This is an optimization exercise on Yosys and OpenROAD, whose aim is small area, a short achievable clock period and few clock cycles, not a production implementation. Where RTL was checked, it was by simulation tests only, not by an equivalence proof against the original. Power and IR drop assume default switching activity.

==> inputs of trial 17 <==
Design avr_core, start of the top module:
module avr_core (
    input  logic                    clk,
    input  logic                    reset,
    output logic [10-1:0]    program_counter,
    input  logic [16-1:0] instruction,
    output logic [16-1:0]  bus_addr,
    output logic [8-1:0]  bus_wdata,
    input  logic [8-1:0]  bus_rdata,
    output logic                    mem_we,
    output logic                    mem_oe
);
clock: 5.0 ns
lec_check: 0
cap_margin: 20
core_margin: 2
core_utilization: 40
cts_buf_list: sky130_fd_sc_hd__clkbuf_4 sky130_fd_sc_hd__clkbuf_8
setup_slack_margin: 2.5
slew_margin: 20
run.sh (not shown) runs the stock make flow with config.mk's settings and CLKGATE_MAP_FILE= SYNTH_SCRIPT=/design/flow/synth_recipe.tcl, a recipe that flattens the netlist after the stock synthesis.
==> build 37 (differences from trial 17) <==
--- a/flow/design.v
+++ b/flow/design.v
@@ -59,20 +59,22 @@
 module alu (
     input  logic                   sel_sum,
     input  logic                   sel_and,
     input  logic                   sel_xor,
     input  logic                   sel_or,
-    input  logic [8-1:0] p,
-    input  logic [8-1:0] g,
+    input  logic [8-1:0] x,
+    input  logic [8-1:0] y,
     input  logic                   cin,
     output logic [8-1:0] result,
     output logic                   cout
 );
     localparam int W = 8;
-    logic [W-1:0] gg, pp, gn, pn;
+    logic [W-1:0] g, p, gg, pp, gn, pn;
     logic [W:0]   c;
     always_comb begin
+        g  = x & y;
+        p  = x ^ y;
         gg = g;
         pp = p;
         gg[0] = g[0] | (p[0] & cin);
         for (int d = 1; d < W; d = d * 2) begin
             gn = gg;
@@ -126,15 +128,15 @@
         r_raw <= instruction[11:0];
     logic [4:0] a_addr, b_addr;
     logic [7:0] a_data, b_data, zl, zh;
     logic [7:0] a_val, b_val;
     logic [7:0] e_result;
-    logic       e_wr, e_ld, e_cupd;
+    logic       e_wr, e_ld, e_st, e_cupd;
     logic [4:0] e_rd;
-    logic [7:0] e_p, e_g;
+    logic [7:0] e_x, e_y;
     logic       e_sel_sum, e_sel_and, e_sel_xor, e_sel_or;
-    logic       e_cin1, e_cinc;
+    logic       e_cin1, e_cinc, e_cinv;
     logic       carry;
     logic       w_wr;
     logic [4:0] w_rd;
     logic [7:0] w_data;
     logic       e_wz;
@@ -162,90 +164,81 @@
         else                             a_val = a_data;
         if (e_wr && e_rd == b_addr)      b_val = e_result;
         else if (w_wr && w_rd == b_addr) b_val = w_data;
         else                             b_val = b_data;
     end
-    logic       r_sum_ops, r_zero_x, r_zero_y;
-    logic [7:0] r_x, r_y;
+    logic r_sum_ops, r_zero_x;
     assign r_sum_ops = (r_cls == C_ADD) || (r_cls == C_ADC) || (r_cls == C_SUB) || (r_cls == C_NEG);
     assign r_zero_x  = (r_cls == C_NEG) || (r_cls == C_MOV) || (r_cls == C_LDI);
-    assign r_zero_y  = (r_cls == C_ST);
-    always_comb begin
-        r_x = r_zero_x ? 8'h00 : a_val;
-        case (r_cls)
-            C_LDI:   r_y = {r_raw[11:8], r_raw[3:0]};
-            C_SUB:   r_y = ~b_val;
-            C_NEG:   r_y = ~a_val;
-            C_ST:    r_y = 8'h00;
-            default: r_y = b_val;
-        endcase
-    end
     always_ff @(posedge clk or posedge reset) begin
         if (reset) begin
             e_wr   <= 1'b0;
             e_ld   <= 1'b0;
+            e_st   <= 1'b0;
             e_cupd <= 1'b0;
         end else begin
             e_wr   <= (r_cls != C_NOP) && (r_cls != C_ST);
             e_ld   <= (r_cls == C_LD);
+            e_st   <= (r_cls == C_ST);
             e_cupd <= r_sum_ops;
         end
     end
     always_ff @(posedge clk) begin
         e_rd   <= (r_cls == C_LDI) ? {1'b1, r_raw[7:4]} : r_raw[8:4];
         e_wz   <= (r_cls == C_LDI) ? (r_raw[7:5] == 3'b111) : (r_raw[8:5] == 4'b1111);
-        e_p    <= r_x ^ r_y;
-        e_g    <= r_x & r_y;
+        e_x    <= r_zero_x ? 8'h00 : a_val;
+        case (r_cls)
+            C_LDI:   e_y <= {r_raw[11:8], r_raw[3:0]};
+            C_SUB:   e_y <= ~b_val;
+            C_NEG:   e_y <= ~a_val;
+            default: e_y <= b_val;
+        endcase
         e_sel_sum <= r_sum_ops;
         e_sel_and <= (r_cls == C_AND);
-        e_sel_xor <= (r_cls == C_EOR) || (r_cls == C_MOV) || (r_cls == C_LDI);
-        e_sel_or  <= (r_cls == C_OR);
+        e_sel_xor <= (r_cls == C_EOR);
+        e_sel_or  <= (r_cls == C_OR) || (r_cls == C_MOV) || (r_cls == C_LDI);
         e_cin1    <= (r_cls == C_SUB) || (r_cls == C_NEG);
         e_cinc    <= (r_cls == C_ADC);
+        e_cinv    <= (r_cls == C_SUB) || (r_cls == C_NEG);
     end
     logic [7:0] alu_result;
     logic       alu_cout;
-    logic       zh_zero, zl_ok, zh_zero_n, zl_ok_n, zwin_n;
-    logic       oe_q, we_q;
+    logic       zh_zero, zl_ok, zwin;
     alu i_alu (
         .sel_sum (e_sel_sum),
         .sel_and (e_sel_and),
         .sel_xor (e_sel_xor),
         .sel_or  (e_sel_or),
-        .p       (e_p),
-        .g       (e_g),
+        .x       (e_x),
+        .y       (e_y),
         .cin     (e_cin1 | (e_cinc & carry)),
         .result  (alu_result),
         .cout    (alu_cout)
     );
-    assign zh_zero_n = (e_wr && e_rd == 31) ? (e_result == 8'h00) : zh_zero;
-    assign zl_ok_n   = (e_wr && e_rd == 30) ? (e_result[7] ^ e_result[6]) : zl_ok;
-    assign zwin_n    = zh_zero_n & zl_ok_n;
     always_ff @(posedge clk or posedge reset) begin
         if (reset) begin
             zh_zero <= 1'b1;
             zl_ok   <= 1'b0;
-            oe_q    <= 1'b0;
-            we_q    <= 1'b0;
         end else begin
-            zh_zero <= zh_zero_n;
-            zl_ok   <= zl_ok_n;
-            oe_q    <= (r_cls == C_LD) && zwin_n;
-            we_q    <= (r_cls == C_ST) && zwin_n;
-        end
-    end
-    assign e_result = e_ld ? (bus_rdata & {8{oe_q}}) : alu_result;
+            if (e_wr && e_rd == 31)
+                zh_zero <= (e_result == 8'h00);
+            if (e_wr && e_rd == 30)
+                zl_ok <= e_result[7] ^ e_result[6];
+        end
+    end
+    assign zwin = zh_zero & zl_ok;
+    assign e_result = e_ld ? (bus_rdata & {8{zwin}}) : alu_result;
     always_ff @(posedge clk or posedge reset) begin
         if (reset)
             carry <= 1'b0;
         else if (e_cupd)
-            carry <= alu_cout ^ e_cin1;
+            carry <= alu_cout ^ e_cinv;
     end
     assign bus_addr  = {zh, zl};
-    assign bus_wdata = e_p;
-    assign mem_we    = we_q;
-    assign mem_oe    = oe_q;
+    assign bus_wdata = e_x;
+    assign mem_we    = e_st & zwin;
+    assign mem_oe    = e_ld & zwin;
     always_ff @(posedge clk or posedge reset) begin
         if (reset)
             w_wr <= 1'b0;
         else
             w_wr <= e_wr && !e_wz;
==> notes.md <==
| item | trial 17 | build 37 |
|---|---|---|
| Final design utilization | 48.8% | 49.1% |
| Multi-input gate share of the layout cell area | 34.8% | 34.8% |
| Total Power | 0.00708 W | 0.00682 W |
| Result of the run | complete, no violations | complete, no violations |
| Highest clock frequency the design can meet | 0.302 GHz | 0.369 GHz |
| Worst reg2reg endpoint | e_p[3] | e_y[1] |
| Number of non-clock buffers in the layout | 144 | 176 |
| Register bit total from synthesis | 332 | 331 |
| Actual transition at the worst max-transition pin | 1.06 ns | 0.910 ns |
| Number of logic inverters in the finished layout | 17 | 41 |
| Final worst-path cycle share | 66.3% | 54.2% |
| Syn nets | 1173 | 1181 |
| M1 wire length | 20800 µm | 20400 µm |
| Count of instances resized after the clock tree is built | 102 | 113 |
| Reg2Reg Launch Point | carry | e_x[0] |
| Worst reg2reg setup slack | 1.69 ns | 2.29 ns |
| Post-Layout Cell Count | 1811 | 1841 |
| Number of buffers added for setup after CTS | 47 | 56 |
| Critical path fanouts, max | 5 | 3 |
| Maximum vdd drop | 0.249 mV | 0.170 mV |
| Share of synthesized cell area in full adder, half adder and majority cells | 0.928% | 1.61% |
| Tap Count | 525 | 532 |
| Post-layout instance area | 19400 µm² | 20000 µm² |
| Global routing usage on met1 | 34.0% | 33.7% |
| Worst Path Arrival | 3.81 ns | 3.18 ns |
| DR WL met2 | 23800 µm | 24100 µm |
Testbench counts of build 37, summed over its fixed seeds: cycles 14,816.
Function not checked in trial 17: the RTL went through the layout flow alone.

==> port drivers added, routing unchanged <==
Ports are ideal in the flow. The routed layouts listed here were re-timed in OpenROAD.
Step 1: set_driving_cell puts a clkbuf_16 on clk and a buf_2 on each other input, an assumption about the parent block.
Step 2 times the ports against the registers' clock, not the clock port: input delays grow and output delays shrink by t, the midpoint of the rising clock arrivals with the driver on.
Slacks: ideal ports / drivers / drivers and shift; pairs: ideal ports / drivers.
run	t (ns)	setup WS [ns]	hold WS [ns]	worst setup path after step 2	worst data-port slew with drivers (ns)
trial 17	0.657	1.685 / 1.685 / 1.685	0.377 / 0.377 / 0.377	register to register	0.05
build 37	0.631	2.292 / 2.292 / 1.962	0.411 / 0.411 / 0.411	input to register	0.04
After both steps setup and hold are still met in every run listed. For build 37, which loses most, drivers alone change the setup slack by 0.000 ns; drivers and shift together by -0.330 ns.
